This is an optimization exercise on Yosys and OpenROAD, whose aim is small area, not a production implementation.
The RTL was checked by simulation tests, not by an equivalence proof against the original design.
Power is estimated from default activity; no workload was simulated.

==> flow/design.v (outline; a module is shown in full before it is edited, if it fits) <==
// module synthMac: 1455 lines
// module fpgaSynth: 176 lines
module fpgaSynth (
	input  logic        MAX10_CLK2_50,
	input  logic        arstN,
	input  logic        cfgWe,
	input  logic        cfgKind,
	input  logic [1:0]  cfgVoice,
	input  logic [31:0] cfgData,
	output logic        i2sSclk,
	output logic        i2sLrclk,
	output logic        i2sData
);
  // ...
==> flow/flow/run.sh <==
#!/bin/bash
# Layout flow: the standard ORFS layout with two changes.
# 1. Yosys's "synth" normally runs a quick "abc -fast" before ORFS extracts
#    full adders; that pass rewrites the explicit carry-save adder trees with
#    mixed polarities, and the extracted full adders then need inverters
#    between them. SYNTH_ARGS=-noabc skips only that early pass; ORFS's own
#    ABC mapping still runs afterwards.
# 2. Every port still gets its own buffer, but a plain buf_1 instead of the
#    clkdlybuf4s50_1 that buffer_ports picks by default.
# Registers, floorplan, power grid, placement, CTS and routing are standard.
set -euo pipefail
export SYNTH_ARGS="-noabc"
export BUFFER_PORTS_ARGS="-buffer_cell sky130_fd_sc_hd__buf_1"
bash standard.sh > standard_flow.log 2>&1
==> flow/standard.sh <==
#!/bin/bash
# synth_recipe.tcl (not shown) runs the flow's synth.tcl, then flattens the netlist and writes it again
# the make line also repeats each setting of config.mk as NAME=value (left out here)
make -C /OpenROAD-flow-scripts/flow DESIGN_CONFIG=/design/flow/config.mk WORK_HOME=/design/flow/orfs CLKGATE_MAP_FILE= SYNTH_SCRIPT=/design/flow/synth_recipe.tcl "${@:-finish}"
==> flow/config.mk <==
export PLATFORM = sky130hd
export DESIGN_NAME = fpgaSynth
export DESIGN_NICKNAME = fpgaSynth
export VERILOG_FILES = /design/flow/design.v
export SDC_FILE = /design/flow/constraint.sdc
export NUM_CORES = 4
export LEC_CHECK = 0
export CAP_MARGIN = 20
export CORE_MARGIN = 2
export CORE_UTILIZATION = 55
export CTS_BUF_LIST = sky130_fd_sc_hd__clkbuf_16
export CTS_CLUSTER_DIAMETER = 100
export CTS_CLUSTER_SIZE = 28
export SLEW_MARGIN = 20
==> flow/constraint.sdc <==
create_clock -name core_clock -period 12.0 [get_ports {MAX10_CLK2_50}]
set_input_delay 2.4000 -clock core_clock [delete_from_list [all_inputs] [get_ports {MAX10_CLK2_50}]]
set_output_delay 2.4000 -clock core_clock [all_outputs]
set_load 0.01 [all_outputs]
==> impl_metrics.py, run 1 <==
metrics = {
    "timing": {
        "min_period_ns": 9.654,
        "rsz0062_at_grt": "false",
        "fmax_mhz": 103.6,
        "slew_violations": 0,
        "finalHoldViolCount": 0,
    },
    "logic_synthesis": {
        "netlist_area_sq_um": 25550,
        "synth.avg_cell_area_sq_um": 13.17,
        "yosysWarnings": 3,
        "syn_inst": 1940,
        "ys_seq_area_frac": 0.5026,
        "yosysMostFrequentCell": "dfxtp_1",
    },
    "place": {
        "numPlacedInstances": 2520,
        "dpl_worst_slack_ns": 2.318,
        "place_hpwl_mm": 38.30,
    },
    "drt": {
        "met2WireLength_mm": 25.92,
        "wl_met1_mm": 24.55,
        "wl_met3_mm": 2.373,
    },
    "floorplan": {
        "core_sq_um": 45580,
    },
    "cells_and_area": {
        "multi_input_area_sq_um": 12050,
        "area_delta_synth_final_pct": 5.912,
    },
    "outcome": {
        "status": "finished clean",
    },
    "hold_path": {
        "hold_class": "reg -> reg",
        "hold_start": "ph[2][2]$_DFF_P_",
    },
    "power_and_ir_drop": {
        "clk-power_uw": 953,
        "seq_cell_power_mw": 2.11,
        "pwr_density_cell_nw_per_um2": 241.0,
        "switching_share": 0.3867,
    },
    "setup_path": {
        "cp_common_cell": "fa_1",
        "path_max_fanout": 29,
        "critPathLaunch": "vIdx[1]$_DFFE_PN0P_",
    },
    "clocking": {
        "clockBufferDepth": 3,
        "clock_sinks": 528,
        "clk_pin_slew_ns": 0.11,
    },
    "global_routing": {
        "grtUsageMet2": 0.3931,
        "gr-usage-met3": 0.02843,
        "grt_busiest_layer": "met2",
    },
}
==> inputs of run 2 (changes only) <==
==> flow/design.v (replaced) <==
`timescale 1ns/1ps
package synthPkg;
	localparam int NumVoices = 4;
	localparam int VoiceIdxW = 2;
	localparam int PhaseW = 32;
	localparam int SampleW = 16;
	localparam int AmpW = 16;
	typedef enum logic [1:0] {
		WaveSaw,
		WaveSquare,
		WaveTriangle,
		WaveOff
	} waveSelT;
	typedef enum logic {
		CfgPhase,
		CfgVoice
	} cfgKindT;
	typedef struct packed {
		logic [13:0]     unused;
		waveSelT         waveSel;
		logic [AmpW-1:0] amplitude;
	} voiceCtlT;
	typedef union packed {
		logic [PhaseW-1:0] phaseIncr;
		voiceCtlT          voiceCtl;
	} cfgWordT;
endpackage
`timescale 1ns/1ps
`timescale 1ns/1ps
module synthMac (
	input  logic [15:0] w,
	input  logic [15:0] a,
	input  logic [17:0] acc,
	output logic [17:0] accNext
);
	logic pp1;
	logic pp2;
	logic pp3;
	logic pp4;
	logic pp5;
	logic pp6;
	logic pp7;
	logic pp8;
	logic pp9;
	logic pp10;
	logic pp11;
	logic pp12;
	logic pp13;
	logic pp14;
	logic pp15;
	logic pp16;
	logic pp17;
	logic pp18;
	logic pp19;
	logic pp20;
	logic pp21;
	logic pp22;
	logic pp23;
	logic pp24;
	logic pp25;
	logic pp26;
	logic pp27;
	logic pp28;
	logic pp29;
	logic pp30;
	logic pp31;
	logic pp32;
	logic pp33;
	logic pp34;
	logic pp35;
	logic pp36;
	logic pp37;
	logic pp38;
	logic pp39;
	logic pp40;
	logic pp41;
	logic pp42;
	logic pp43;
	logic pp44;
	logic pp45;
	logic pp46;
	logic pp47;
	logic pp48;
	logic pp49;
	logic pp50;
	logic pp51;
	logic pp52;
	logic pp53;
	logic pp54;
	logic pp55;
	logic pp56;
	logic pp57;
	logic pp58;
	logic pp59;
	logic pp60;
	logic pp61;
	logic pp62;
	logic pp63;
	logic pp64;
	logic pp65;
	logic pp66;
	logic pp67;
	logic pp68;
	logic pp69;
	logic pp70;
	logic pp71;
	logic pp72;
	logic pp73;
	logic pp74;
	logic pp75;
	logic pp76;
	logic pp77;
	logic pp78;
	logic pp79;
	logic pp80;
	logic pp81;
	logic pp82;
	logic pp83;
	logic pp84;
	logic pp85;
	logic pp86;
	logic pp87;
	logic pp88;
	logic pp89;
	logic pp90;
	logic pp91;
	logic pp92;
	logic pp93;
	logic pp94;
	logic pp95;
	logic pp96;
	logic pp97;
	logic pp98;
	logic pp99;
	logic pp100;
	logic pp101;
	logic pp102;
	logic pp103;
	logic pp104;
	logic pp105;
	logic pp106;
	logic pp107;
	logic pp108;
	logic pp109;
	logic pp110;
	logic pp111;
	logic pp112;
	logic pp113;
	logic pp114;
	logic pp115;
	logic pp116;
	logic pp117;
	logic pp118;
	logic pp119;
	logic pp120;
	logic pp121;
	logic pp122;
	logic pp123;
	logic pp124;
	logic pp125;
	logic pp126;
	logic pp127;
	logic pp128;
	logic pp129;
	logic pp130;
	logic pp131;
	logic pp132;
	logic pp133;
	logic pp134;
	logic pp135;
	logic pp136;
	logic pp137;
	logic pp138;
	logic pp139;
	logic pp140;
	logic pp141;
	logic pp142;
	logic pp143;
	logic pp144;
	logic pp145;
	logic pp146;
	logic pp147;
	logic pp148;
	logic pp149;
	logic pp150;
	logic pp151;
	logic pp152;
	logic pp153;
	logic pp154;
	logic pp155;
	logic pp156;
	logic pp157;
	logic pp158;
	logic pp159;
	logic pp160;
	logic pp161;
	logic pp162;
	logic pp163;
	logic pp164;
	logic pp165;
	logic pp166;
	logic pp167;
	logic pp168;
	logic pp169;
	logic pp170;
	logic pp171;
	logic pp172;
	logic pp173;
	logic pp174;
	logic pp175;
	logic pp176;
	logic pp177;
	logic pp178;
	logic pp179;
	logic pp180;
	logic pp181;
	logic pp182;
	logic pp183;
	logic pp184;
	logic pp185;
	logic pp186;
	logic pp187;
	logic pp188;
	logic pp189;
	logic pp190;
	logic pp191;
	logic pp192;
	logic pp193;
	logic pp194;
	logic pp195;
	logic pp196;
	logic pp197;
	logic pp198;
	logic pp199;
	logic pp200;
	logic pp201;
	logic pp202;
	logic pp203;
	logic pp204;
	logic pp205;
	logic pp206;
	logic pp207;
	logic pp208;
	logic pp209;
	logic pp210;
	logic pp211;
	logic pp212;
	logic pp213;
	logic pp214;
	logic pp215;
	logic pp216;
	logic pp217;
	logic pp218;
	logic pp219;
	logic pp220;
	logic pp221;
	logic pp222;
	logic pp223;
	logic pp224;
	logic pp225;
	logic pp226;
	logic pp227;
	logic pp228;
	logic pp229;
	logic pp230;
	logic pp231;
	logic pp232;
	logic pp233;
	logic pp234;
	logic pp235;
	logic pp236;
	logic pp237;
	logic pp238;
	logic pp239;
	logic pp240;
	logic pp241;
	logic pp242;
	logic pp243;
	logic pp244;
	logic pp245;
	logic pp246;
	logic pp247;
	logic pp248;
	logic pp249;
	logic pp250;
	logic pp251;
	logic pp252;
	logic pp253;
	logic pp254;
	logic pp255;
	logic pp256;
	logic s257;
	logic c258;
	logic s259;
	logic c260;
	logic s261;
	logic c262;
	logic s263;
	logic c264;
	logic s265;
	logic c266;
	logic s267;
	logic c268;
	logic s269;
	logic c270;
	logic s271;
	logic c272;
	logic s273;
	logic c274;
	logic s275;
	logic c276;
	logic s277;
	logic c278;
	logic s279;
	logic c280;
	logic s281;
	logic c282;
	logic s283;
	logic c284;
	logic s285;
	logic c286;
	logic s287;
	logic c288;
	logic s289;
	logic c290;
	logic s291;
	logic c292;
	logic s293;
	logic c294;
	logic s295;
	logic c296;
	logic s297;
	logic c298;
	logic s299;
	logic c300;
	logic s301;
	logic c302;
	logic s303;
	logic c304;
	logic s305;
	logic c306;
	logic s307;
	logic c308;
	logic s309;
	logic c310;
	logic s311;
	logic c312;
	logic s313;
	logic c314;
	logic s315;
	logic c316;
	logic s317;
	logic c318;
	logic s319;
	logic c320;
	logic s321;
	logic c322;
	logic s323;
	logic c324;
	logic s325;
	logic c326;
	logic s327;
	logic c328;
	logic s329;
	logic c330;
	logic s331;
	logic c332;
	logic s333;
	logic c334;
	logic s335;
	logic c336;
	logic s337;
	logic c338;
	logic s339;
	logic c340;
	logic s341;
	logic c342;
	logic s343;
	logic c344;
	logic s345;
	logic c346;
	logic s347;
	logic c348;
	logic s349;
	logic c350;
	logic s351;
	logic c352;
	logic s353;
	logic c354;
	logic s355;
	logic c356;
	logic s357;
	logic c358;
	logic s359;
	logic c360;
	logic s361;
	logic c362;
	logic s363;
	logic c364;
	logic s365;
	logic c366;
	logic s367;
	logic c368;
	logic s369;
	logic c370;
	logic s371;
	logic c372;
	logic s373;
	logic c374;
	logic s375;
	logic c376;
	logic s377;
	logic c378;
	logic s379;
	logic c380;
	logic s381;
	logic c382;
	logic s383;
	logic c384;
	logic s385;
	logic c386;
	logic s387;
	logic c388;
	logic s389;
	logic c390;
	logic s391;
	logic c392;
	logic s393;
	logic c394;
	logic s395;
	logic c396;
	logic s397;
	logic c398;
	logic s399;
	logic c400;
	logic s401;
	logic c402;
	logic s403;
	logic c404;
	logic s405;
	logic c406;
	logic s407;
	logic c408;
	logic s409;
	logic c410;
	logic s411;
	logic c412;
	logic s413;
	logic c414;
	logic s415;
	logic c416;
	logic s417;
	logic c418;
	logic s419;
	logic c420;
	logic s421;
	logic c422;
	logic s423;
	logic c424;
	logic s425;
	logic c426;
	logic s427;
	logic c428;
	logic s429;
	logic c430;
	logic s431;
	logic c432;
	logic s433;
	logic c434;
	logic s435;
	logic c436;
	logic s437;
	logic c438;
	logic s439;
	logic c440;
	logic s441;
	logic c442;
	logic s443;
	logic c444;
	logic s445;
	logic c446;
	logic s447;
	logic c448;
	logic s449;
	logic c450;
	logic s451;
	logic c452;
	logic s453;
	logic c454;
	logic s455;
	logic c456;
	logic s457;
	logic c458;
	logic s459;
	logic c460;
	logic s461;
	logic c462;
	logic s463;
	logic c464;
	logic s465;
	logic c466;
	logic s467;
	logic c468;
	logic s469;
	logic c470;
	logic s471;
	logic c472;
	logic s473;
	logic c474;
	logic s475;
	logic c476;
	logic s477;
	logic c478;
	logic s479;
	logic c480;
	logic s481;
	logic c482;
	logic s483;
	logic c484;
	logic s485;
	logic c486;
	logic s487;
	logic c488;
	logic s489;
	logic c490;
	logic s491;
	logic c492;
	logic s493;
	logic c494;
	logic s495;
	logic c496;
	logic s497;
	logic c498;
	logic s499;
	logic c500;
	logic s501;
	logic c502;
	logic s503;
	logic c504;
	logic s505;
	logic c506;
	logic s507;
	logic c508;
	logic s509;
	logic c510;
	logic s511;
	logic c512;
	logic s513;
	logic c514;
	logic s515;
	logic c516;
	logic s517;
	logic c518;
	logic s519;
	logic c520;
	logic s521;
	logic c522;
	logic s523;
	logic c524;
	logic s525;
	logic c526;
	logic s527;
	logic c528;
	logic s529;
	logic c530;
	logic s531;
	logic c532;
	logic s533;
	logic c534;
	logic s535;
	logic c536;
	logic s537;
	logic c538;
	logic s539;
	logic c540;
	logic s541;
	logic c542;
	logic s543;
	logic c544;
	logic s545;
	logic c546;
	logic s547;
	logic c548;
	logic s549;
	logic c550;
	logic s551;
	logic c552;
	logic s553;
	logic c554;
	logic s555;
	logic c556;
	logic s557;
	logic c558;
	logic s559;
	logic c560;
	logic s561;
	logic c562;
	logic s563;
	logic c564;
	logic s565;
	logic c566;
	logic s567;
	logic c568;
	logic s569;
	logic c570;
	logic s571;
	logic c572;
	logic s573;
	logic c574;
	logic s575;
	logic c576;
	logic s577;
	logic c578;
	logic s579;
	logic c580;
	logic s581;
	logic c582;
	logic s583;
	logic c584;
	logic s585;
	logic c586;
	logic s587;
	logic c588;
	logic s589;
	logic c590;
	logic s591;
	logic c592;
	logic s593;
	logic c594;
	logic s595;
	logic c596;
	logic s597;
	logic c598;
	logic s599;
	logic c600;
	logic s601;
	logic c602;
	logic s603;
	logic c604;
	logic s605;
	logic c606;
	logic s607;
	logic c608;
	logic s609;
	logic c610;
	logic s611;
	logic c612;
	logic s613;
	logic c614;
	logic s615;
	logic c616;
	logic s617;
	logic c618;
	logic s619;
	logic c620;
	logic s621;
	logic c622;
	logic s623;
	logic c624;
	logic s625;
	logic c626;
	logic s627;
	logic c628;
	logic s629;
	logic c630;
	logic s631;
	logic c632;
	logic s633;
	logic c634;
	logic s635;
	logic c636;
	logic s637;
	logic c638;
	logic s639;
	logic c640;
	logic s641;
	logic c642;
	logic s643;
	logic c644;
	logic s645;
	logic c646;
	logic s647;
	logic c648;
	logic s649;
	logic c650;
	logic s651;
	logic c652;
	logic s653;
	logic c654;
	logic s655;
	logic c656;
	logic s657;
	logic c658;
	logic s659;
	logic c660;
	logic s661;
	logic c662;
	logic s663;
	logic c664;
	logic s665;
	logic c666;
	logic s667;
	logic c668;
	logic s669;
	logic c670;
	logic s671;
	logic c672;
	logic s673;
	logic c674;
	logic s675;
	logic c676;
	logic s677;
	logic c678;
	logic s679;
	logic c680;
	logic s681;
	logic c682;
	logic s683;
	logic c684;
	logic s685;
	logic c686;
	logic s687;
	logic c688;
	logic s689;
	logic c690;
	logic s691;
	logic c692;
	logic s693;
	logic c694;
	logic s695;
	logic c696;
	logic s697;
	logic c698;
	logic s699;
	logic c700;
	logic s701;
	logic c702;
	logic s703;
	logic c704;
	logic s705;
	logic c706;
	logic s707;
	logic c708;
	logic s709;
	logic c710;
	assign pp1 = w[0] & a[0];
	assign pp2 = w[1] & a[0];
	assign pp3 = w[2] & a[0];
	assign pp4 = w[3] & a[0];
	assign pp5 = w[4] & a[0];
	assign pp6 = w[5] & a[0];
	assign pp7 = w[6] & a[0];
	assign pp8 = w[7] & a[0];
	assign pp9 = w[8] & a[0];
	assign pp10 = w[9] & a[0];
	assign pp11 = w[10] & a[0];
	assign pp12 = w[11] & a[0];
	assign pp13 = w[12] & a[0];
	assign pp14 = w[13] & a[0];
	assign pp15 = w[14] & a[0];
	assign pp16 = ~(w[15] & a[0]);
	assign pp17 = w[0] & a[1];
	assign pp18 = w[1] & a[1];
	assign pp19 = w[2] & a[1];
	assign pp20 = w[3] & a[1];
	assign pp21 = w[4] & a[1];
	assign pp22 = w[5] & a[1];
	assign pp23 = w[6] & a[1];
	assign pp24 = w[7] & a[1];
	assign pp25 = w[8] & a[1];
	assign pp26 = w[9] & a[1];
	assign pp27 = w[10] & a[1];
	assign pp28 = w[11] & a[1];
	assign pp29 = w[12] & a[1];
	assign pp30 = w[13] & a[1];
	assign pp31 = w[14] & a[1];
	assign pp32 = ~(w[15] & a[1]);
	assign pp33 = w[0] & a[2];
	assign pp34 = w[1] & a[2];
	assign pp35 = w[2] & a[2];
	assign pp36 = w[3] & a[2];
	assign pp37 = w[4] & a[2];
	assign pp38 = w[5] & a[2];
	assign pp39 = w[6] & a[2];
	assign pp40 = w[7] & a[2];
	assign pp41 = w[8] & a[2];
	assign pp42 = w[9] & a[2];
	assign pp43 = w[10] & a[2];
	assign pp44 = w[11] & a[2];
	assign pp45 = w[12] & a[2];
	assign pp46 = w[13] & a[2];
	assign pp47 = w[14] & a[2];
	assign pp48 = ~(w[15] & a[2]);
	assign pp49 = w[0] & a[3];
	assign pp50 = w[1] & a[3];
	assign pp51 = w[2] & a[3];
	assign pp52 = w[3] & a[3];
	assign pp53 = w[4] & a[3];
	assign pp54 = w[5] & a[3];
	assign pp55 = w[6] & a[3];
	assign pp56 = w[7] & a[3];
	assign pp57 = w[8] & a[3];
	assign pp58 = w[9] & a[3];
	assign pp59 = w[10] & a[3];
	assign pp60 = w[11] & a[3];
	assign pp61 = w[12] & a[3];
	assign pp62 = w[13] & a[3];
	assign pp63 = w[14] & a[3];
	assign pp64 = ~(w[15] & a[3]);
	assign pp65 = w[0] & a[4];
	assign pp66 = w[1] & a[4];
	assign pp67 = w[2] & a[4];
	assign pp68 = w[3] & a[4];
	assign pp69 = w[4] & a[4];
	assign pp70 = w[5] & a[4];
	assign pp71 = w[6] & a[4];
	assign pp72 = w[7] & a[4];
	assign pp73 = w[8] & a[4];
	assign pp74 = w[9] & a[4];
	assign pp75 = w[10] & a[4];
	assign pp76 = w[11] & a[4];
	assign pp77 = w[12] & a[4];
	assign pp78 = w[13] & a[4];
	assign pp79 = w[14] & a[4];
	assign pp80 = ~(w[15] & a[4]);
	assign pp81 = w[0] & a[5];
	assign pp82 = w[1] & a[5];
	assign pp83 = w[2] & a[5];
	assign pp84 = w[3] & a[5];
	assign pp85 = w[4] & a[5];
	assign pp86 = w[5] & a[5];
	assign pp87 = w[6] & a[5];
	assign pp88 = w[7] & a[5];
	assign pp89 = w[8] & a[5];
	assign pp90 = w[9] & a[5];
	assign pp91 = w[10] & a[5];
	assign pp92 = w[11] & a[5];
	assign pp93 = w[12] & a[5];
	assign pp94 = w[13] & a[5];
	assign pp95 = w[14] & a[5];
	assign pp96 = ~(w[15] & a[5]);
	assign pp97 = w[0] & a[6];
	assign pp98 = w[1] & a[6];
	assign pp99 = w[2] & a[6];
	assign pp100 = w[3] & a[6];
	assign pp101 = w[4] & a[6];
	assign pp102 = w[5] & a[6];
	assign pp103 = w[6] & a[6];
	assign pp104 = w[7] & a[6];
	assign pp105 = w[8] & a[6];
	assign pp106 = w[9] & a[6];
	assign pp107 = w[10] & a[6];
	assign pp108 = w[11] & a[6];
	assign pp109 = w[12] & a[6];
	assign pp110 = w[13] & a[6];
	assign pp111 = w[14] & a[6];
	assign pp112 = ~(w[15] & a[6]);
	assign pp113 = w[0] & a[7];
	assign pp114 = w[1] & a[7];
	assign pp115 = w[2] & a[7];
	assign pp116 = w[3] & a[7];
	assign pp117 = w[4] & a[7];
	assign pp118 = w[5] & a[7];
	assign pp119 = w[6] & a[7];
	assign pp120 = w[7] & a[7];
	assign pp121 = w[8] & a[7];
	assign pp122 = w[9] & a[7];
	assign pp123 = w[10] & a[7];
	assign pp124 = w[11] & a[7];
	assign pp125 = w[12] & a[7];
	assign pp126 = w[13] & a[7];
	assign pp127 = w[14] & a[7];
	assign pp128 = ~(w[15] & a[7]);
	assign pp129 = w[0] & a[8];
	assign pp130 = w[1] & a[8];
	assign pp131 = w[2] & a[8];
	assign pp132 = w[3] & a[8];
	assign pp133 = w[4] & a[8];
	assign pp134 = w[5] & a[8];
	assign pp135 = w[6] & a[8];
	assign pp136 = w[7] & a[8];
	assign pp137 = w[8] & a[8];
	assign pp138 = w[9] & a[8];
	assign pp139 = w[10] & a[8];
	assign pp140 = w[11] & a[8];
	assign pp141 = w[12] & a[8];
	assign pp142 = w[13] & a[8];
	assign pp143 = w[14] & a[8];
	assign pp144 = ~(w[15] & a[8]);
	assign pp145 = w[0] & a[9];
	assign pp146 = w[1] & a[9];
	assign pp147 = w[2] & a[9];
	assign pp148 = w[3] & a[9];
	assign pp149 = w[4] & a[9];
	assign pp150 = w[5] & a[9];
	assign pp151 = w[6] & a[9];
	assign pp152 = w[7] & a[9];
	assign pp153 = w[8] & a[9];
	assign pp154 = w[9] & a[9];
	assign pp155 = w[10] & a[9];
	assign pp156 = w[11] & a[9];
	assign pp157 = w[12] & a[9];
	assign pp158 = w[13] & a[9];
	assign pp159 = w[14] & a[9];
	assign pp160 = ~(w[15] & a[9]);
	assign pp161 = w[0] & a[10];
	assign pp162 = w[1] & a[10];
	assign pp163 = w[2] & a[10];
	assign pp164 = w[3] & a[10];
	assign pp165 = w[4] & a[10];
	assign pp166 = w[5] & a[10];
	assign pp167 = w[6] & a[10];
	assign pp168 = w[7] & a[10];
	assign pp169 = w[8] & a[10];
	assign pp170 = w[9] & a[10];
	assign pp171 = w[10] & a[10];
	assign pp172 = w[11] & a[10];
	assign pp173 = w[12] & a[10];
	assign pp174 = w[13] & a[10];
	assign pp175 = w[14] & a[10];
	assign pp176 = ~(w[15] & a[10]);
	assign pp177 = w[0] & a[11];
	assign pp178 = w[1] & a[11];
	assign pp179 = w[2] & a[11];
	assign pp180 = w[3] & a[11];
	assign pp181 = w[4] & a[11];
	assign pp182 = w[5] & a[11];
	assign pp183 = w[6] & a[11];
	assign pp184 = w[7] & a[11];
	assign pp185 = w[8] & a[11];
	assign pp186 = w[9] & a[11];
	assign pp187 = w[10] & a[11];
	assign pp188 = w[11] & a[11];
	assign pp189 = w[12] & a[11];
	assign pp190 = w[13] & a[11];
	assign pp191 = w[14] & a[11];
	assign pp192 = ~(w[15] & a[11]);
	assign pp193 = w[0] & a[12];
	assign pp194 = w[1] & a[12];
	assign pp195 = w[2] & a[12];
	assign pp196 = w[3] & a[12];
	assign pp197 = w[4] & a[12];
	assign pp198 = w[5] & a[12];
	assign pp199 = w[6] & a[12];
	assign pp200 = w[7] & a[12];
	assign pp201 = w[8] & a[12];
	assign pp202 = w[9] & a[12];
	assign pp203 = w[10] & a[12];
	assign pp204 = w[11] & a[12];
	assign pp205 = w[12] & a[12];
	assign pp206 = w[13] & a[12];
	assign pp207 = w[14] & a[12];
	assign pp208 = ~(w[15] & a[12]);
	assign pp209 = w[0] & a[13];
	assign pp210 = w[1] & a[13];
	assign pp211 = w[2] & a[13];
	assign pp212 = w[3] & a[13];
	assign pp213 = w[4] & a[13];
	assign pp214 = w[5] & a[13];
	assign pp215 = w[6] & a[13];
	assign pp216 = w[7] & a[13];
	assign pp217 = w[8] & a[13];
	assign pp218 = w[9] & a[13];
	assign pp219 = w[10] & a[13];
	assign pp220 = w[11] & a[13];
	assign pp221 = w[12] & a[13];
	assign pp222 = w[13] & a[13];
	assign pp223 = w[14] & a[13];
	assign pp224 = ~(w[15] & a[13]);
	assign pp225 = w[0] & a[14];
	assign pp226 = w[1] & a[14];
	assign pp227 = w[2] & a[14];
	assign pp228 = w[3] & a[14];
	assign pp229 = w[4] & a[14];
	assign pp230 = w[5] & a[14];
	assign pp231 = w[6] & a[14];
	assign pp232 = w[7] & a[14];
	assign pp233 = w[8] & a[14];
	assign pp234 = w[9] & a[14];
	assign pp235 = w[10] & a[14];
	assign pp236 = w[11] & a[14];
	assign pp237 = w[12] & a[14];
	assign pp238 = w[13] & a[14];
	assign pp239 = w[14] & a[14];
	assign pp240 = ~(w[15] & a[14]);
	assign pp241 = w[0] & a[15];
	assign pp242 = w[1] & a[15];
	assign pp243 = w[2] & a[15];
	assign pp244 = w[3] & a[15];
	assign pp245 = w[4] & a[15];
	assign pp246 = w[5] & a[15];
	assign pp247 = w[6] & a[15];
	assign pp248 = w[7] & a[15];
	assign pp249 = w[8] & a[15];
	assign pp250 = w[9] & a[15];
	assign pp251 = w[10] & a[15];
	assign pp252 = w[11] & a[15];
	assign pp253 = w[12] & a[15];
	assign pp254 = w[13] & a[15];
	assign pp255 = w[14] & a[15];
	assign pp256 = ~(w[15] & a[15]);
	assign s257 = pp14 ^ pp29;
	assign c258 = pp14 & pp29;
	assign s259 = pp15 ^ pp30 ^ pp45;
	assign c260 = (pp15 & pp30) | (pp15 & pp45) | (pp30 & pp45);
	assign s261 = pp60 ^ pp75;
	assign c262 = pp60 & pp75;
	assign s263 = pp16 ^ pp31 ^ pp46;
	assign c264 = (pp16 & pp31) | (pp16 & pp46) | (pp31 & pp46);
	assign s265 = pp61 ^ pp76 ^ pp91;
	assign c266 = (pp61 & pp76) | (pp61 & pp91) | (pp76 & pp91);
	assign s267 = pp106 ^ pp121 ^ pp136;
	assign c268 = (pp106 & pp121) | (pp106 & pp136) | (pp121 & pp136);
	assign s269 = pp32 ^ pp47 ^ pp62;
	assign c270 = (pp32 & pp47) | (pp32 & pp62) | (pp47 & pp62);
	assign s271 = pp77 ^ pp92 ^ pp107;
	assign c272 = (pp77 & pp92) | (pp77 & pp107) | (pp92 & pp107);
	assign s273 = pp122 ^ pp137 ^ pp152;
	assign c274 = (pp122 & pp137) | (pp122 & pp152) | (pp137 & pp152);
	assign s275 = pp48 ^ pp63 ^ pp78;
	assign c276 = (pp48 & pp63) | (pp48 & pp78) | (pp63 & pp78);
	assign s277 = pp93 ^ pp108 ^ pp123;
	assign c278 = (pp93 & pp108) | (pp93 & pp123) | (pp108 & pp123);
	assign s279 = pp138 ^ pp153;
	assign c280 = pp138 & pp153;
	assign s281 = pp64 ^ pp79 ^ pp94;
	assign c282 = (pp64 & pp79) | (pp64 & pp94) | (pp79 & pp94);
	assign s283 = pp109 ^ pp124 ^ pp139;
	assign c284 = (pp109 & pp124) | (pp109 & pp139) | (pp124 & pp139);
	assign s285 = pp80 ^ pp95 ^ pp110;
	assign c286 = (pp80 & pp95) | (pp80 & pp110) | (pp95 & pp110);
	assign s287 = pp10 ^ pp25;
	assign c288 = pp10 & pp25;
	assign s289 = pp11 ^ pp26 ^ pp41;
	assign c290 = (pp11 & pp26) | (pp11 & pp41) | (pp26 & pp41);
	assign s291 = pp56 ^ pp71;
	assign c292 = pp56 & pp71;
	assign s293 = pp12 ^ pp27 ^ pp42;
	assign c294 = (pp12 & pp27) | (pp12 & pp42) | (pp27 & pp42);
	assign s295 = pp57 ^ pp72 ^ pp87;
	assign c296 = (pp57 & pp72) | (pp57 & pp87) | (pp72 & pp87);
	assign s297 = pp102 ^ pp117;
	assign c298 = pp102 & pp117;
	assign s299 = pp13 ^ pp28 ^ pp43;
	assign c300 = (pp13 & pp28) | (pp13 & pp43) | (pp28 & pp43);
	assign s301 = pp58 ^ pp73 ^ pp88;
	assign c302 = (pp58 & pp73) | (pp58 & pp88) | (pp73 & pp88);
	assign s303 = pp103 ^ pp118 ^ pp133;
	assign c304 = (pp103 & pp118) | (pp103 & pp133) | (pp118 & pp133);
	assign s305 = pp148 ^ pp163;
	assign c306 = pp148 & pp163;
	assign s307 = s257 ^ pp44 ^ pp59;
	assign c308 = (s257 & pp44) | (s257 & pp59) | (pp44 & pp59);
	assign s309 = pp74 ^ pp89 ^ pp104;
	assign c310 = (pp74 & pp89) | (pp74 & pp104) | (pp89 & pp104);
	assign s311 = pp119 ^ pp134 ^ pp149;
	assign c312 = (pp119 & pp134) | (pp119 & pp149) | (pp134 & pp149);
	assign s313 = pp164 ^ pp179 ^ pp194;
	assign c314 = (pp164 & pp179) | (pp164 & pp194) | (pp179 & pp194);
	assign s315 = c258 ^ s259 ^ s261;
	assign c316 = (c258 & s259) | (c258 & s261) | (s259 & s261);
	assign s317 = pp90 ^ pp105 ^ pp120;
	assign c318 = (pp90 & pp105) | (pp90 & pp120) | (pp105 & pp120);
	assign s319 = pp135 ^ pp150 ^ pp165;
	assign c320 = (pp135 & pp150) | (pp135 & pp165) | (pp150 & pp165);
	assign s321 = pp180 ^ pp195 ^ pp210;
	assign c322 = (pp180 & pp195) | (pp180 & pp210) | (pp195 & pp210);
	assign s323 = c260 ^ c262 ^ s263;
	assign c324 = (c260 & c262) | (c260 & s263) | (c262 & s263);
	assign s325 = s265 ^ s267 ^ pp151;
	assign c326 = (s265 & s267) | (s265 & pp151) | (s267 & pp151);
	assign s327 = pp166 ^ pp181 ^ pp196;
	assign c328 = (pp166 & pp181) | (pp166 & pp196) | (pp181 & pp196);
	assign s329 = pp211 ^ pp226 ^ pp241;
	assign c330 = (pp211 & pp226) | (pp211 & pp241) | (pp226 & pp241);
	assign s331 = c264 ^ c266 ^ c268;
	assign c332 = (c264 & c266) | (c264 & c268) | (c266 & c268);
	assign s333 = s269 ^ s271 ^ s273;
	assign c334 = (s269 & s271) | (s269 & s273) | (s271 & s273);
	assign s335 = pp167 ^ pp182 ^ pp197;
	assign c336 = (pp167 & pp182) | (pp167 & pp197) | (pp182 & pp197);
	assign s337 = pp212 ^ pp227 ^ pp242;
	assign c338 = (pp212 & pp227) | (pp212 & pp242) | (pp227 & pp242);
	assign s339 = c270 ^ c272 ^ c274;
	assign c340 = (c270 & c272) | (c270 & c274) | (c272 & c274);
	assign s341 = s275 ^ s277 ^ s279;
	assign c342 = (s275 & s277) | (s275 & s279) | (s277 & s279);
	assign s343 = pp168 ^ pp183 ^ pp198;
	assign c344 = (pp168 & pp183) | (pp168 & pp198) | (pp183 & pp198);
	assign s345 = pp213 ^ pp228 ^ pp243;
	assign c346 = (pp213 & pp228) | (pp213 & pp243) | (pp228 & pp243);
	assign s347 = c276 ^ c278 ^ c280;
	assign c348 = (c276 & c278) | (c276 & c280) | (c278 & c280);
	assign s349 = s281 ^ s283 ^ pp154;
	assign c350 = (s281 & s283) | (s281 & pp154) | (s283 & pp154);
	assign s351 = pp169 ^ pp184 ^ pp199;
	assign c352 = (pp169 & pp184) | (pp169 & pp199) | (pp184 & pp199);
	assign s353 = pp214 ^ pp229 ^ pp244;
	assign c354 = (pp214 & pp229) | (pp214 & pp244) | (pp229 & pp244);
	assign s355 = c282 ^ c284 ^ s285;
	assign c356 = (c282 & c284) | (c282 & s285) | (c284 & s285);
	assign s357 = pp125 ^ pp140 ^ pp155;
	assign c358 = (pp125 & pp140) | (pp125 & pp155) | (pp140 & pp155);
	assign s359 = pp170 ^ pp185 ^ pp200;
	assign c360 = (pp170 & pp185) | (pp170 & pp200) | (pp185 & pp200);
	assign s361 = pp215 ^ pp230 ^ pp245;
	assign c362 = (pp215 & pp230) | (pp215 & pp245) | (pp230 & pp245);
	assign s363 = c286 ^ pp96 ^ pp111;
	assign c364 = (c286 & pp96) | (c286 & pp111) | (pp96 & pp111);
	assign s365 = pp126 ^ pp141 ^ pp156;
	assign c366 = (pp126 & pp141) | (pp126 & pp156) | (pp141 & pp156);
	assign s367 = pp171 ^ pp186 ^ pp201;
	assign c368 = (pp171 & pp186) | (pp171 & pp201) | (pp186 & pp201);
	assign s369 = pp216 ^ pp231 ^ pp246;
	assign c370 = (pp216 & pp231) | (pp216 & pp246) | (pp231 & pp246);
	assign s371 = pp112 ^ pp127 ^ pp142;
	assign c372 = (pp112 & pp127) | (pp112 & pp142) | (pp127 & pp142);
	assign s373 = pp157 ^ pp172 ^ pp187;
	assign c374 = (pp157 & pp172) | (pp157 & pp187) | (pp172 & pp187);
	assign s375 = pp202 ^ pp217 ^ pp232;
	assign c376 = (pp202 & pp217) | (pp202 & pp232) | (pp217 & pp232);
	assign s377 = pp128 ^ pp143 ^ pp158;
	assign c378 = (pp128 & pp143) | (pp128 & pp158) | (pp143 & pp158);
	assign s379 = pp173 ^ pp188 ^ pp203;
	assign c380 = (pp173 & pp188) | (pp173 & pp203) | (pp188 & pp203);
	assign s381 = pp144 ^ pp159 ^ pp174;
	assign c382 = (pp144 & pp159) | (pp144 & pp174) | (pp159 & pp174);
	assign s383 = pp7 ^ pp22;
	assign c384 = pp7 & pp22;
	assign s385 = pp8 ^ pp23 ^ pp38;
	assign c386 = (pp8 & pp23) | (pp8 & pp38) | (pp23 & pp38);
	assign s387 = pp53 ^ pp68;
	assign c388 = pp53 & pp68;
	assign s389 = pp9 ^ pp24 ^ pp39;
	assign c390 = (pp9 & pp24) | (pp9 & pp39) | (pp24 & pp39);
	assign s391 = pp54 ^ pp69 ^ pp84;
	assign c392 = (pp54 & pp69) | (pp54 & pp84) | (pp69 & pp84);
	assign s393 = pp99 ^ pp114;
	assign c394 = pp99 & pp114;
	assign s395 = s287 ^ pp40 ^ pp55;
	assign c396 = (s287 & pp40) | (s287 & pp55) | (pp40 & pp55);
	assign s397 = pp70 ^ pp85 ^ pp100;
	assign c398 = (pp70 & pp85) | (pp70 & pp100) | (pp85 & pp100);
	assign s399 = pp115 ^ pp130 ^ pp145;
	assign c400 = (pp115 & pp130) | (pp115 & pp145) | (pp130 & pp145);
	assign s401 = c288 ^ s289 ^ s291;
	assign c402 = (c288 & s289) | (c288 & s291) | (s289 & s291);
	assign s403 = pp86 ^ pp101 ^ pp116;
	assign c404 = (pp86 & pp101) | (pp86 & pp116) | (pp101 & pp116);
	assign s405 = pp131 ^ pp146 ^ pp161;
	assign c406 = (pp131 & pp146) | (pp131 & pp161) | (pp146 & pp161);
	assign s407 = c290 ^ c292 ^ s293;
	assign c408 = (c290 & c292) | (c290 & s293) | (c292 & s293);
	assign s409 = s295 ^ s297 ^ pp132;
	assign c410 = (s295 & s297) | (s295 & pp132) | (s297 & pp132);
	assign s411 = pp147 ^ pp162 ^ pp177;
	assign c412 = (pp147 & pp162) | (pp147 & pp177) | (pp162 & pp177);
	assign s413 = c294 ^ c296 ^ c298;
	assign c414 = (c294 & c296) | (c294 & c298) | (c296 & c298);
	assign s415 = s299 ^ s301 ^ s303;
	assign c416 = (s299 & s301) | (s299 & s303) | (s301 & s303);
	assign s417 = s305 ^ pp178 ^ pp193;
	assign c418 = (s305 & pp178) | (s305 & pp193) | (pp178 & pp193);
	assign s419 = c300 ^ c302 ^ c304;
	assign c420 = (c300 & c302) | (c300 & c304) | (c302 & c304);
	assign s421 = c306 ^ s307 ^ s309;
	assign c422 = (c306 & s307) | (c306 & s309) | (s307 & s309);
	assign s423 = s311 ^ s313 ^ pp209;
	assign c424 = (s311 & s313) | (s311 & pp209) | (s313 & pp209);
	assign s425 = c308 ^ c310 ^ c312;
	assign c426 = (c308 & c310) | (c308 & c312) | (c310 & c312);
	assign s427 = c314 ^ s315 ^ s317;
	assign c428 = (c314 & s315) | (c314 & s317) | (s315 & s317);
	assign s429 = s319 ^ s321 ^ pp225;
	assign c430 = (s319 & s321) | (s319 & pp225) | (s321 & pp225);
	assign s431 = c316 ^ c318 ^ c320;
	assign c432 = (c316 & c318) | (c316 & c320) | (c318 & c320);
	assign s433 = c322 ^ s323 ^ s325;
	assign c434 = (c322 & s323) | (c322 & s325) | (s323 & s325);
	assign s435 = s327 ^ s329 ^ 1'b1;
	assign c436 = (s327 & s329) | (s327 & 1'b1) | (s329 & 1'b1);
	assign s437 = c324 ^ c326 ^ c328;
	assign c438 = (c324 & c326) | (c324 & c328) | (c326 & c328);
	assign s439 = c330 ^ s331 ^ s333;
	assign c440 = (c330 & s331) | (c330 & s333) | (s331 & s333);
	assign s441 = s335 ^ s337 ^ acc[0];
	assign c442 = (s335 & s337) | (s335 & acc[0]) | (s337 & acc[0]);
	assign s443 = c332 ^ c334 ^ c336;
	assign c444 = (c332 & c334) | (c332 & c336) | (c334 & c336);
	assign s445 = c338 ^ s339 ^ s341;
	assign c446 = (c338 & s339) | (c338 & s341) | (s339 & s341);
	assign s447 = s343 ^ s345 ^ acc[1];
	assign c448 = (s343 & s345) | (s343 & acc[1]) | (s345 & acc[1]);
	assign s449 = c340 ^ c342 ^ c344;
	assign c450 = (c340 & c342) | (c340 & c344) | (c342 & c344);
	assign s451 = c346 ^ s347 ^ s349;
	assign c452 = (c346 & s347) | (c346 & s349) | (s347 & s349);
	assign s453 = s351 ^ s353 ^ acc[2];
	assign c454 = (s351 & s353) | (s351 & acc[2]) | (s353 & acc[2]);
	assign s455 = c348 ^ c350 ^ c352;
	assign c456 = (c348 & c350) | (c348 & c352) | (c350 & c352);
	assign s457 = c354 ^ s355 ^ s357;
	assign c458 = (c354 & s355) | (c354 & s357) | (s355 & s357);
	assign s459 = s359 ^ s361 ^ acc[3];
	assign c460 = (s359 & s361) | (s359 & acc[3]) | (s361 & acc[3]);
	assign s461 = c356 ^ c358 ^ c360;
	assign c462 = (c356 & c358) | (c356 & c360) | (c358 & c360);
	assign s463 = c362 ^ s363 ^ s365;
	assign c464 = (c362 & s363) | (c362 & s365) | (s363 & s365);
	assign s465 = s367 ^ s369 ^ acc[4];
	assign c466 = (s367 & s369) | (s367 & acc[4]) | (s369 & acc[4]);
	assign s467 = c364 ^ c366 ^ c368;
	assign c468 = (c364 & c366) | (c364 & c368) | (c366 & c368);
	assign s469 = c370 ^ s371 ^ s373;
	assign c470 = (c370 & s371) | (c370 & s373) | (s371 & s373);
	assign s471 = s375 ^ pp247 ^ acc[5];
	assign c472 = (s375 & pp247) | (s375 & acc[5]) | (pp247 & acc[5]);
	assign s473 = c372 ^ c374 ^ c376;
	assign c474 = (c372 & c374) | (c372 & c376) | (c374 & c376);
	assign s475 = s377 ^ s379 ^ pp218;
	assign c476 = (s377 & s379) | (s377 & pp218) | (s379 & pp218);
	assign s477 = pp233 ^ pp248 ^ acc[6];
	assign c478 = (pp233 & pp248) | (pp233 & acc[6]) | (pp248 & acc[6]);
	assign s479 = c378 ^ c380 ^ s381;
	assign c480 = (c378 & c380) | (c378 & s381) | (c380 & s381);
	assign s481 = pp189 ^ pp204 ^ pp219;
	assign c482 = (pp189 & pp204) | (pp189 & pp219) | (pp204 & pp219);
	assign s483 = pp234 ^ pp249 ^ acc[7];
	assign c484 = (pp234 & pp249) | (pp234 & acc[7]) | (pp249 & acc[7]);
	assign s485 = c382 ^ pp160 ^ pp175;
	assign c486 = (c382 & pp160) | (c382 & pp175) | (pp160 & pp175);
	assign s487 = pp190 ^ pp205 ^ pp220;
	assign c488 = (pp190 & pp205) | (pp190 & pp220) | (pp205 & pp220);
	assign s489 = pp235 ^ pp250 ^ acc[8];
	assign c490 = (pp235 & pp250) | (pp235 & acc[8]) | (pp250 & acc[8]);
	assign s491 = pp176 ^ pp191 ^ pp206;
	assign c492 = (pp176 & pp191) | (pp176 & pp206) | (pp191 & pp206);
	assign s493 = pp221 ^ pp236 ^ pp251;
	assign c494 = (pp221 & pp236) | (pp221 & pp251) | (pp236 & pp251);
	assign s495 = pp192 ^ pp207 ^ pp222;
	assign c496 = (pp192 & pp207) | (pp192 & pp222) | (pp207 & pp222);
	assign s497 = pp5 ^ pp20;
	assign c498 = pp5 & pp20;
	assign s499 = pp6 ^ pp21 ^ pp36;
	assign c500 = (pp6 & pp21) | (pp6 & pp36) | (pp21 & pp36);
	assign s501 = pp51 ^ pp66;
	assign c502 = pp51 & pp66;
	assign s503 = s383 ^ pp37 ^ pp52;
	assign c504 = (s383 & pp37) | (s383 & pp52) | (pp37 & pp52);
	assign s505 = pp67 ^ pp82 ^ pp97;
	assign c506 = (pp67 & pp82) | (pp67 & pp97) | (pp82 & pp97);
	assign s507 = c384 ^ s385 ^ s387;
	assign c508 = (c384 & s385) | (c384 & s387) | (s385 & s387);
	assign s509 = pp83 ^ pp98 ^ pp113;
	assign c510 = (pp83 & pp98) | (pp83 & pp113) | (pp98 & pp113);
	assign s511 = c386 ^ c388 ^ s389;
	assign c512 = (c386 & c388) | (c386 & s389) | (c388 & s389);
	assign s513 = s391 ^ s393 ^ pp129;
	assign c514 = (s391 & s393) | (s391 & pp129) | (s393 & pp129);
	assign s515 = c390 ^ c392 ^ c394;
	assign c516 = (c390 & c392) | (c390 & c394) | (c392 & c394);
	assign s517 = s395 ^ s397 ^ s399;
	assign c518 = (s395 & s397) | (s395 & s399) | (s397 & s399);
	assign s519 = c396 ^ c398 ^ c400;
	assign c520 = (c396 & c398) | (c396 & c400) | (c398 & c400);
	assign s521 = s401 ^ s403 ^ s405;
	assign c522 = (s401 & s403) | (s401 & s405) | (s403 & s405);
	assign s523 = c402 ^ c404 ^ c406;
	assign c524 = (c402 & c404) | (c402 & c406) | (c404 & c406);
	assign s525 = s407 ^ s409 ^ s411;
	assign c526 = (s407 & s409) | (s407 & s411) | (s409 & s411);
	assign s527 = c408 ^ c410 ^ c412;
	assign c528 = (c408 & c410) | (c408 & c412) | (c410 & c412);
	assign s529 = s413 ^ s415 ^ s417;
	assign c530 = (s413 & s415) | (s413 & s417) | (s415 & s417);
	assign s531 = c414 ^ c416 ^ c418;
	assign c532 = (c414 & c416) | (c414 & c418) | (c416 & c418);
	assign s533 = s419 ^ s421 ^ s423;
	assign c534 = (s419 & s421) | (s419 & s423) | (s421 & s423);
	assign s535 = c420 ^ c422 ^ c424;
	assign c536 = (c420 & c422) | (c420 & c424) | (c422 & c424);
	assign s537 = s425 ^ s427 ^ s429;
	assign c538 = (s425 & s427) | (s425 & s429) | (s427 & s429);
	assign s539 = c426 ^ c428 ^ c430;
	assign c540 = (c426 & c428) | (c426 & c430) | (c428 & c430);
	assign s541 = s431 ^ s433 ^ s435;
	assign c542 = (s431 & s433) | (s431 & s435) | (s433 & s435);
	assign s543 = c432 ^ c434 ^ c436;
	assign c544 = (c432 & c434) | (c432 & c436) | (c434 & c436);
	assign s545 = s437 ^ s439 ^ s441;
	assign c546 = (s437 & s439) | (s437 & s441) | (s439 & s441);
	assign s547 = c438 ^ c440 ^ c442;
	assign c548 = (c438 & c440) | (c438 & c442) | (c440 & c442);
	assign s549 = s443 ^ s445 ^ s447;
	assign c550 = (s443 & s445) | (s443 & s447) | (s445 & s447);
	assign s551 = c444 ^ c446 ^ c448;
	assign c552 = (c444 & c446) | (c444 & c448) | (c446 & c448);
	assign s553 = s449 ^ s451 ^ s453;
	assign c554 = (s449 & s451) | (s449 & s453) | (s451 & s453);
	assign s555 = c450 ^ c452 ^ c454;
	assign c556 = (c450 & c452) | (c450 & c454) | (c452 & c454);
	assign s557 = s455 ^ s457 ^ s459;
	assign c558 = (s455 & s457) | (s455 & s459) | (s457 & s459);
	assign s559 = c456 ^ c458 ^ c460;
	assign c560 = (c456 & c458) | (c456 & c460) | (c458 & c460);
	assign s561 = s461 ^ s463 ^ s465;
	assign c562 = (s461 & s463) | (s461 & s465) | (s463 & s465);
	assign s563 = c462 ^ c464 ^ c466;
	assign c564 = (c462 & c464) | (c462 & c466) | (c464 & c466);
	assign s565 = s467 ^ s469 ^ s471;
	assign c566 = (s467 & s469) | (s467 & s471) | (s469 & s471);
	assign s567 = c468 ^ c470 ^ c472;
	assign c568 = (c468 & c470) | (c468 & c472) | (c470 & c472);
	assign s569 = s473 ^ s475 ^ s477;
	assign c570 = (s473 & s475) | (s473 & s477) | (s475 & s477);
	assign s571 = c474 ^ c476 ^ c478;
	assign c572 = (c474 & c476) | (c474 & c478) | (c476 & c478);
	assign s573 = s479 ^ s481 ^ s483;
	assign c574 = (s479 & s481) | (s479 & s483) | (s481 & s483);
	assign s575 = c480 ^ c482 ^ c484;
	assign c576 = (c480 & c482) | (c480 & c484) | (c482 & c484);
	assign s577 = s485 ^ s487 ^ s489;
	assign c578 = (s485 & s487) | (s485 & s489) | (s487 & s489);
	assign s579 = c486 ^ c488 ^ c490;
	assign c580 = (c486 & c488) | (c486 & c490) | (c488 & c490);
	assign s581 = s491 ^ s493 ^ acc[9];
	assign c582 = (s491 & s493) | (s491 & acc[9]) | (s493 & acc[9]);
	assign s583 = c492 ^ c494 ^ s495;
	assign c584 = (c492 & c494) | (c492 & s495) | (c494 & s495);
	assign s585 = pp237 ^ pp252 ^ acc[10];
	assign c586 = (pp237 & pp252) | (pp237 & acc[10]) | (pp252 & acc[10]);
	assign s587 = c496 ^ pp208 ^ pp223;
	assign c588 = (c496 & pp208) | (c496 & pp223) | (pp208 & pp223);
	assign s589 = pp238 ^ pp253 ^ acc[11];
	assign c590 = (pp238 & pp253) | (pp238 & acc[11]) | (pp253 & acc[11]);
	assign s591 = pp224 ^ pp239 ^ pp254;
	assign c592 = (pp224 & pp239) | (pp224 & pp254) | (pp239 & pp254);
	assign s593 = pp4 ^ pp19;
	assign c594 = pp4 & pp19;
	assign s595 = s497 ^ pp35 ^ pp50;
	assign c596 = (s497 & pp35) | (s497 & pp50) | (pp35 & pp50);
	assign s597 = c498 ^ s499 ^ s501;
	assign c598 = (c498 & s499) | (c498 & s501) | (s499 & s501);
	assign s599 = c500 ^ c502 ^ s503;
	assign c600 = (c500 & c502) | (c500 & s503) | (c502 & s503);
	assign s601 = c504 ^ c506 ^ s507;
	assign c602 = (c504 & c506) | (c504 & s507) | (c506 & s507);
	assign s603 = c508 ^ c510 ^ s511;
	assign c604 = (c508 & c510) | (c508 & s511) | (c510 & s511);
	assign s605 = c512 ^ c514 ^ s515;
	assign c606 = (c512 & c514) | (c512 & s515) | (c514 & s515);
	assign s607 = c516 ^ c518 ^ s519;
	assign c608 = (c516 & c518) | (c516 & s519) | (c518 & s519);
	assign s609 = c520 ^ c522 ^ s523;
	assign c610 = (c520 & c522) | (c520 & s523) | (c522 & s523);
	assign s611 = c524 ^ c526 ^ s527;
	assign c612 = (c524 & c526) | (c524 & s527) | (c526 & s527);
	assign s613 = c528 ^ c530 ^ s531;
	assign c614 = (c528 & c530) | (c528 & s531) | (c530 & s531);
	assign s615 = c532 ^ c534 ^ s535;
	assign c616 = (c532 & c534) | (c532 & s535) | (c534 & s535);
	assign s617 = c536 ^ c538 ^ s539;
	assign c618 = (c536 & c538) | (c536 & s539) | (c538 & s539);
	assign s619 = c540 ^ c542 ^ s543;
	assign c620 = (c540 & c542) | (c540 & s543) | (c542 & s543);
	assign s621 = c544 ^ c546 ^ s547;
	assign c622 = (c544 & c546) | (c544 & s547) | (c546 & s547);
	assign s623 = c548 ^ c550 ^ s551;
	assign c624 = (c548 & c550) | (c548 & s551) | (c550 & s551);
	assign s625 = c552 ^ c554 ^ s555;
	assign c626 = (c552 & c554) | (c552 & s555) | (c554 & s555);
	assign s627 = c556 ^ c558 ^ s559;
	assign c628 = (c556 & c558) | (c556 & s559) | (c558 & s559);
	assign s629 = c560 ^ c562 ^ s563;
	assign c630 = (c560 & c562) | (c560 & s563) | (c562 & s563);
	assign s631 = c564 ^ c566 ^ s567;
	assign c632 = (c564 & c566) | (c564 & s567) | (c566 & s567);
	assign s633 = c568 ^ c570 ^ s571;
	assign c634 = (c568 & c570) | (c568 & s571) | (c570 & s571);
	assign s635 = c572 ^ c574 ^ s575;
	assign c636 = (c572 & c574) | (c572 & s575) | (c574 & s575);
	assign s637 = c576 ^ c578 ^ s579;
	assign c638 = (c576 & c578) | (c576 & s579) | (c578 & s579);
	assign s639 = c580 ^ c582 ^ s583;
	assign c640 = (c580 & c582) | (c580 & s583) | (c582 & s583);
	assign s641 = c584 ^ c586 ^ s587;
	assign c642 = (c584 & c586) | (c584 & s587) | (c586 & s587);
	assign s643 = c588 ^ c590 ^ s591;
	assign c644 = (c588 & c590) | (c588 & s591) | (c590 & s591);
	assign s645 = c592 ^ pp240 ^ pp255;
	assign c646 = (c592 & pp240) | (c592 & pp255) | (pp240 & pp255);
	assign s647 = pp3 ^ pp18;
	assign c648 = pp3 & pp18;
	assign s649 = s593 ^ pp34 ^ pp49;
	assign c650 = (s593 & pp34) | (s593 & pp49) | (pp34 & pp49);
	assign s651 = c594 ^ s595 ^ pp65;
	assign c652 = (c594 & s595) | (c594 & pp65) | (s595 & pp65);
	assign s653 = c596 ^ s597 ^ pp81;
	assign c654 = (c596 & s597) | (c596 & pp81) | (s597 & pp81);
	assign s655 = c598 ^ s599 ^ s505;
	assign c656 = (c598 & s599) | (c598 & s505) | (s599 & s505);
	assign s657 = c600 ^ s601 ^ s509;
	assign c658 = (c600 & s601) | (c600 & s509) | (s601 & s509);
	assign s659 = c602 ^ s603 ^ s513;
	assign c660 = (c602 & s603) | (c602 & s513) | (s603 & s513);
	assign s661 = c604 ^ s605 ^ s517;
	assign c662 = (c604 & s605) | (c604 & s517) | (s605 & s517);
	assign s663 = c606 ^ s607 ^ s521;
	assign c664 = (c606 & s607) | (c606 & s521) | (s607 & s521);
	assign s665 = c608 ^ s609 ^ s525;
	assign c666 = (c608 & s609) | (c608 & s525) | (s609 & s525);
	assign s667 = c610 ^ s611 ^ s529;
	assign c668 = (c610 & s611) | (c610 & s529) | (s611 & s529);
	assign s669 = c612 ^ s613 ^ s533;
	assign c670 = (c612 & s613) | (c612 & s533) | (s613 & s533);
	assign s671 = c614 ^ s615 ^ s537;
	assign c672 = (c614 & s615) | (c614 & s537) | (s615 & s537);
	assign s673 = c616 ^ s617 ^ s541;
	assign c674 = (c616 & s617) | (c616 & s541) | (s617 & s541);
	assign s675 = c618 ^ s619 ^ s545;
	assign c676 = (c618 & s619) | (c618 & s545) | (s619 & s545);
	assign s677 = c620 ^ s621 ^ s549;
	assign c678 = (c620 & s621) | (c620 & s549) | (s621 & s549);
	assign s679 = c622 ^ s623 ^ s553;
	assign c680 = (c622 & s623) | (c622 & s553) | (s623 & s553);
	assign s681 = c624 ^ s625 ^ s557;
	assign c682 = (c624 & s625) | (c624 & s557) | (s625 & s557);
	assign s683 = c626 ^ s627 ^ s561;
	assign c684 = (c626 & s627) | (c626 & s561) | (s627 & s561);
	assign s685 = c628 ^ s629 ^ s565;
	assign c686 = (c628 & s629) | (c628 & s565) | (s629 & s565);
	assign s687 = c630 ^ s631 ^ s569;
	assign c688 = (c630 & s631) | (c630 & s569) | (s631 & s569);
	assign s689 = c632 ^ s633 ^ s573;
	assign c690 = (c632 & s633) | (c632 & s573) | (s633 & s573);
	assign s691 = c634 ^ s635 ^ s577;
	assign c692 = (c634 & s635) | (c634 & s577) | (s635 & s577);
	assign s693 = c636 ^ s637 ^ s581;
	assign c694 = (c636 & s637) | (c636 & s581) | (s637 & s581);
	assign s695 = c638 ^ s639 ^ s585;
	assign c696 = (c638 & s639) | (c638 & s585) | (s639 & s585);
	assign s697 = c640 ^ s641 ^ s589;
	assign c698 = (c640 & s641) | (c640 & s589) | (s641 & s589);
	assign s699 = c642 ^ s643 ^ acc[12];
	assign c700 = (c642 & s643) | (c642 & acc[12]) | (s643 & acc[12]);
	assign s701 = c644 ^ s645 ^ acc[13];
	assign c702 = (c644 & s645) | (c644 & acc[13]) | (s645 & acc[13]);
	assign s703 = c646 ^ pp256 ^ acc[14];
	assign c704 = (c646 & pp256) | (c646 & acc[14]) | (pp256 & acc[14]);
	assign s705 = acc[15] ^ 1'b1;
	assign c706 = acc[15] & 1'b1;
	assign s707 = acc[16] ^ 1'b1;
	assign c708 = acc[16] & 1'b1;
	assign s709 = acc[17] ^ 1'b1;
	assign c710 = acc[17] & 1'b1;
	logic [33:0] ra;
	logic [33:0] rb;
	logic [33:0] sum;
	assign ra = {c708, c706, c704, c702, c700, c698, c696, c694, c692, c690, c688, c686, c684, c682, c680, c678, c676, c674, c672, c670, c668, c666, c664, c662, c660, c658, c656, c654, c652, c650, c648, s647, pp2, pp1};
	assign rb = {s709, s707, s705, s703, s701, s699, s697, s695, s693, s691, s689, s687, s685, s683, s681, s679, s677, s675, s673, s671, s669, s667, s665, s663, s661, s659, s657, s655, s653, s651, s649, pp33, pp17, 1'b0};
	assign sum = ra + rb;
	assign accNext = sum[33:16];
endmodule
`timescale 1ns/1ps
`timescale 1ns/1ps
`timescale 1ns/1ps
module fpgaSynth (
	input  logic        MAX10_CLK2_50,
	input  logic        arstN,
	input  logic        cfgWe,
	input  logic        cfgKind,
	input  logic [1:0]  cfgVoice,
	input  logic [31:0] cfgData,
	output logic        i2sSclk,
	output logic        i2sLrclk,
	output logic        i2sData
);
	logic [7:0]  c;
	logic        fill;
	logic        running;
	logic [1:0]  vIdx;
	logic        fallTick;
	logic        firstFrame;
	logic        firstVoice;
	assign fallTick   = c[2:0] == 3'd7;
	assign firstFrame = fill && c >= 8'd249 && c <= 8'd252;
	assign firstVoice = vIdx == 2'd0;
	logic [31:0] incrReg [4];
	logic [15:0] ampReg  [4];
	logic [1:0]  waveReg [4];
	logic [3:0]  incrSet;
	always_ff @(posedge MAX10_CLK2_50) begin
		if (cfgWe) begin
			if (!cfgKind) incrReg[cfgVoice] <= cfgData;
			else          ampReg[cfgVoice]  <= cfgData[15:0];
		end
	end
	always_ff @(posedge MAX10_CLK2_50 or negedge arstN) begin
		if (!arstN) begin
			for (int v = 0; v < 4; v++) waveReg[v] <= 2'd3;
			incrSet <= '0;
		end else if (cfgWe) begin
			if (!cfgKind) incrSet[cfgVoice] <= 1'b1;
			else          waveReg[cfgVoice] <= cfgData[17:16];
		end
	end
	logic [31:0] ph [5];
	logic        phCarry;
	logic [31:0] curPhase;
	logic [31:0] curIncr;
	logic [16:0] loCarry;
	logic [15:0] loSum;
	logic [16:0] hiCarry;
	logic [15:0] hiSum;
	logic [16:0] incCarry;
	logic [15:0] incSum;
	logic [31:0] phNext;
	assign curPhase = firstFrame ? 32'd0 : ph[0];
	assign curIncr  = (running && incrSet[vIdx]) ? incrReg[vIdx] : 32'd0;
	assign loCarry[0]  = 1'b0;
	assign hiCarry[0]  = 1'b0;
	assign incCarry[0] = phCarry;
	for (genvar i = 0; i < 16; i++) begin : g_add
		assign loSum[i]      = curPhase[i] ^ curIncr[i] ^ loCarry[i];
		assign loCarry[i+1]  = (curPhase[i] & curIncr[i]) | (loCarry[i] & (curPhase[i] ^ curIncr[i]));
		assign hiSum[i]      = curPhase[16+i] ^ curIncr[16+i] ^ hiCarry[i];
		assign hiCarry[i+1]  = (curPhase[16+i] & curIncr[16+i]) | (hiCarry[i] & (curPhase[16+i] ^ curIncr[16+i]));
		assign incSum[i]     = ph[3][16+i] ^ incCarry[i];
		assign incCarry[i+1] = ph[3][16+i] & incCarry[i];
	end
	assign phNext = {incSum, ph[3][15:0]};
	always_ff @(posedge MAX10_CLK2_50) begin
		ph[0]   <= ph[1];
		ph[1]   <= ph[2];
		ph[2]   <= fill ? ph[4] : phNext;
		ph[4]   <= phNext;
		ph[3]   <= {hiSum, loSum};
		phCarry <= loCarry[16];
	end
	logic [1:0]  curWave;
	logic [15:0] curAmp;
	logic [14:0] fold;
	logic [15:0] waveVal;
	assign curWave = waveReg[vIdx];
	assign curAmp  = ampReg[vIdx];
	assign fold    = curPhase[31] ? ~curPhase[30:16] : curPhase[30:16];
	always_comb begin
		case (curWave)
			2'd0:    waveVal = curPhase[31:16];
			2'd1:    waveVal = curPhase[31] ? 16'h8000 : 16'h7fff;
			2'd2:    waveVal = {~fold[14], fold[13:0], 1'b0};
			default: waveVal = '0;
		endcase
	end
	logic [17:0] acc;
	logic [17:0] accNext;
	synthMac mac0 (
		.w       (waveVal),
		.a       (curAmp),
		.acc     (firstVoice ? 18'd0 : acc),
		.accNext (accNext)
	);
	always_ff @(posedge MAX10_CLK2_50) begin
		if (running) acc <= accNext;
	end
	logic [17:0] mixSum;
	logic [15:0] mixed;
	assign mixSum = acc;
	always_comb begin
		if (!mixSum[17] && mixSum[16:15] != 2'b00)     mixed = 16'h7fff;
		else if (mixSum[17] && mixSum[16:15] != 2'b11) mixed = 16'h8000;
		else                                           mixed = mixSum[15:0];
	end
	logic [127:0] ring;
	logic [127:0] ringNext;
	logic [2:0]   slot;
	logic [3:0]   bitIdx;
	logic         rightHalf;
	logic         fillWrite;
	logic         swap;
	logic [7:0]   tapBits;
	logic         newBit;
	assign bitIdx    = 4'd14 - c[6:3];
	assign rightHalf = c >= 8'd127 && c <= 8'd247;
	assign fillWrite = fill && !running && c != 8'd248;
	assign swap      = !fill && fallTick && rightHalf;
	assign newBit    = mixed[bitIdx];
	assign tapBits = {ring[93], ring[98], ring[103], ring[108], ring[113], ring[118], ring[123], ring[0]};
	always_comb begin
		ringNext = {ring[126:0], ring[127]};
		if (fillWrite) begin
			for (int b = 0; b < 16; b++) ringNext[7 + 8 * b] = mixed[b];
		end
		if (swap) begin
			case (slot)
				3'd0: ringNext[1]   = newBit;
				3'd1: ringNext[124] = newBit;
				3'd2: ringNext[119] = newBit;
				3'd3: ringNext[114] = newBit;
				3'd4: ringNext[109] = newBit;
				3'd5: ringNext[104] = newBit;
				3'd6: ringNext[99]  = newBit;
				default: ringNext[94] = newBit;
			endcase
		end
	end
	always_ff @(posedge MAX10_CLK2_50) begin
		ring <= ringNext;
	end
	always_ff @(posedge MAX10_CLK2_50 or negedge arstN) begin
		if (!arstN) begin
			c       <= 8'd248;
			fill    <= 1'b1;
			running <= 1'b0;
			vIdx    <= '0;
			slot    <= '0;
			i2sData <= 1'b0;
		end else begin
			c <= c + 1'b1;
			if (c == 8'd33) fill <= 1'b0;
			if (running) begin
				vIdx <= vIdx + 1'b1;
				if (vIdx == 2'd3) running <= 1'b0;
			end else if (fill || c == 8'd0) begin
				running <= 1'b1;
			end
			if (c == 8'd247) slot <= slot + 1'b1;
			if (fallTick) i2sData <= tapBits[slot];
		end
	end
	assign i2sSclk  = c[2];
	assign i2sLrclk = c[7] & ~fill;
endmodule
==> flow/config.mk (replaced) <==
export PLATFORM = sky130hd
export DESIGN_NAME = fpgaSynth
export DESIGN_NICKNAME = fpgaSynth
export VERILOG_FILES = /design/flow/design.v
export SDC_FILE = /design/flow/constraint.sdc
export NUM_CORES = 4
export LEC_CHECK = 0
export CAP_MARGIN = 20
export CORE_MARGIN = 2
export CORE_UTILIZATION = 70
export CTS_BUF_LIST = sky130_fd_sc_hd__clkbuf_16
export CTS_CLUSTER_DIAMETER = 100
export CTS_CLUSTER_SIZE = 28
export SLEW_MARGIN = 20
==> run 2 against run 1 <==
Via count is 2.6% lower. Combinational power grew 15%. Largest power group unchanged. Highest routed layer unchanged. Setup slack worse by 0.043 ns. Worst hold slack got worse by 0.00070 ns. Die area shrank 23%. Synthesized area decreased by 2.1%. Design area decreased by 3.1%. Non-clock buffer count fell by 6. Total power rose by 6.2%. Global-route usage rose by 4.8 points. Critical path depth fell by 2.
==> impl_metrics.py, run 2 <==
metrics = {
    "floorplan": {
        "dieArea_sq_um": 37240,
        "io-pin-count": 41,
        "die_w_um": 193.0,
        "start_util": 0.7063,
        "core_sq_um": 35400,
    },
    "timing": {
        "slew_violations": 0,
        "rsz0062_at_grt": "false",
        "finalCritPeriodShare": 0.8081,
        "fmax_mhz": 103.1,
        "max_slew_margin": 0.3269,
        "hold_ws_ns": 0.3243,
        "finalHoldViolCount": 0,
        "min_period_ns": 9.697,
    },
    "drt": {
        "top_layer": "met4",
        "vias": 13951,
        "met2WireLength_mm": 24.46,
        "ant_nets": 0,
        "routed_wl_mm": 50.18,
        "wl_met1_mm": 21.12,
        "wl_met3_mm": 3.557,
        "drtIter0Drc": 928,
    },
    "setup_path": {
        "cp_common_cell": "fa_1",
        "endpoint_kind": "flip-flop",
        "critPathSlowestCell": "a31oi_1",
        "critPathKind": "reg -> reg",
        "cp.arrival_ns": 10.00,
        "critPathLaunch": "vIdx[0]$_DFFE_PN0P_",
        "cp-start-kind": "flip-flop",
        "path_max_fanout": 46,
    },
    "logic_synthesis": {
        "synth_edf_count": 210,
        "ys_seq_area_frac": 0.5124,
        "netlist_area_sq_um": 25000,
        "synth_async_sr_flop_share": 0.05313,
        "synth.avg_cell_area_sq_um": 13.47,
        "yosysMostFrequentCell": "dfxtp_1",
        "syn-num-nets": 2227,
        "ys.flop_type": "dfxtp_1",
        "yosysWarnings": 3,
        "synth.top_cell.area_share": 0.2523,
        "syn_inst": 1856,
        "yosysUniqueCellTypes": 63,
    },
    "clocking": {
        "postCtsSetupBuffers": 0,
        "cts_hold_buf": 0,
        "clk_pin_slew_ns": 0.11,
        "cts_tree": "yes",
        "cts_root_buf": "clkbuf_16",
        "clockBufferDepth": 3,
        "clkLatencyLatePin_ns": 0.57,
        "htreeDepth": 1,
        "clock_sinks": 527,
    },
    "cells_and_area": {
        "largest_register_ffs": 160,
        "final_common_cell": "dfxtp_1",
        "fin_area_sq_um": 26230,
        "fin_nets": 2235,
        "area_delta_synth_final_pct": 4.910,
        "diodes": 0,
        "drive_gt1_frac": 0.1022,
        "top_regs": "ph (160), incrReg (128), ring (128)",
    },
    "place": {
        "dpl_cell_area_sq_um": 25600,
        "portBuffers": 40,
        "place_congestion": 0.8955,
        "place_hpwl_mm": 35.70,
    },
    "global_routing": {
        "antenna_found_initial": 0,
        "grt_pass1_wl_mm": 79.59,
        "grt_max_degree": 47,
        "gr-usage-all-layers": 0.2817,
    },
    "hold_path": {
        "hold_start": "ph[2][26]$_DFF_P_",
        "hold_class": "reg -> reg",
    },
    "outcome": {
        "status": "finished clean",
    },
    "power_and_ir_drop": {
        "vdd_drop_max_mv": 0.5002,
        "pwr_density_cell_nw_per_um2": 264.0,
    },
}
## run 2: path summary, 6_finish.rpt
kind | endpoint | cells past startpoint
max in group asynchronous | vIdx[0]$_DFFE_PN0P_ | 1
min in group asynchronous | incrSet[3]$_DFFE_PN0P_ | 1
worst min-delay path | ph[1][26]$_DFF_P_ | 0
worst max register to register | acc[17]$_DFFE_PP_ | 26
worst max-delay path | acc[17]$_DFFE_PP_ | 26
worst min register to register | ph[1][26]$_DFF_P_ | 0
## run 2: final cells by class
type / count / area [sq um]
multi-input cells: 1180 / 11610
fillers: 2328 / 9170
inverters: 67 / 251.5
well taps: 461 / 576.8
clock buffers: 22 / 550.5
clock inverters: 17 / 78.83
repair buffers: 66 / 346.6
flip-flops and latches: 527 / 12810
## run 2: through the flow
step	total power [mW]	std cells	worst slack, ns
after floorplan	5.238	1856	3.442
after global placement	6.006	2301	2.665
after detailed placement	6.094	2301	2.416
after CTS	6.916	2340	2.368
after global routing	7.473	2340	1.654
final	6.924	2340	2.303
## run 2: cells by family (layout without fill, tap and decap cells)
| family | Yosys count | count (layout) | share of synthesized area |
|---|---|---|---|
| fa+ha+maj | 333 | 333 | 0.2381 |
| xor+xnor | 46 | 46 | 0.01612 |
| simple gates | 497 | 497 | 0.08999 |
| compound gates | 179 | 179 | 0.04605 |
| mux | 125 | 125 | 0.07337 |
| flops | 527 | 527 | 0.5124 |
| buf+inv | 149 | 172 | 0.02392 |
## run 2: report_power, final
part	total, mW	switching, mW	internal [mW]
clock	0.841	0.501	0.341
combinational	3.98	2.27	1.70
sequential	2.11	0.0181	2.09
## run 2: layer usage
layer,vias to the layer above,global-route usage
met3,87,0.05394
li1,6297,-
met1,7082,0.3918
met4,0,0.07110
met5,-,0
met2,485,0.4657
## run 2: worst max-delay path: cells and delay by family, from the launching register on
family	cells	cell delay, ns
buffers and inverters	4	0.39
AOI/OAI and AO/OA	7	2.42
xor gates and xnor gates	1	0.09
and+or+nand+nor	4	1.16
muxes	1	0.37
DFF	1	0.77
adders and majority gates	9	4.23

Setup slack of run 2, layout unchanged: 2.303 ns with ideal ports, 2.303 ns with driving cells assumed (clock clkbuf_16, inputs buf_2), 2.303 ns with port delays also shifted by the 0.609 ns mid clock arrival.
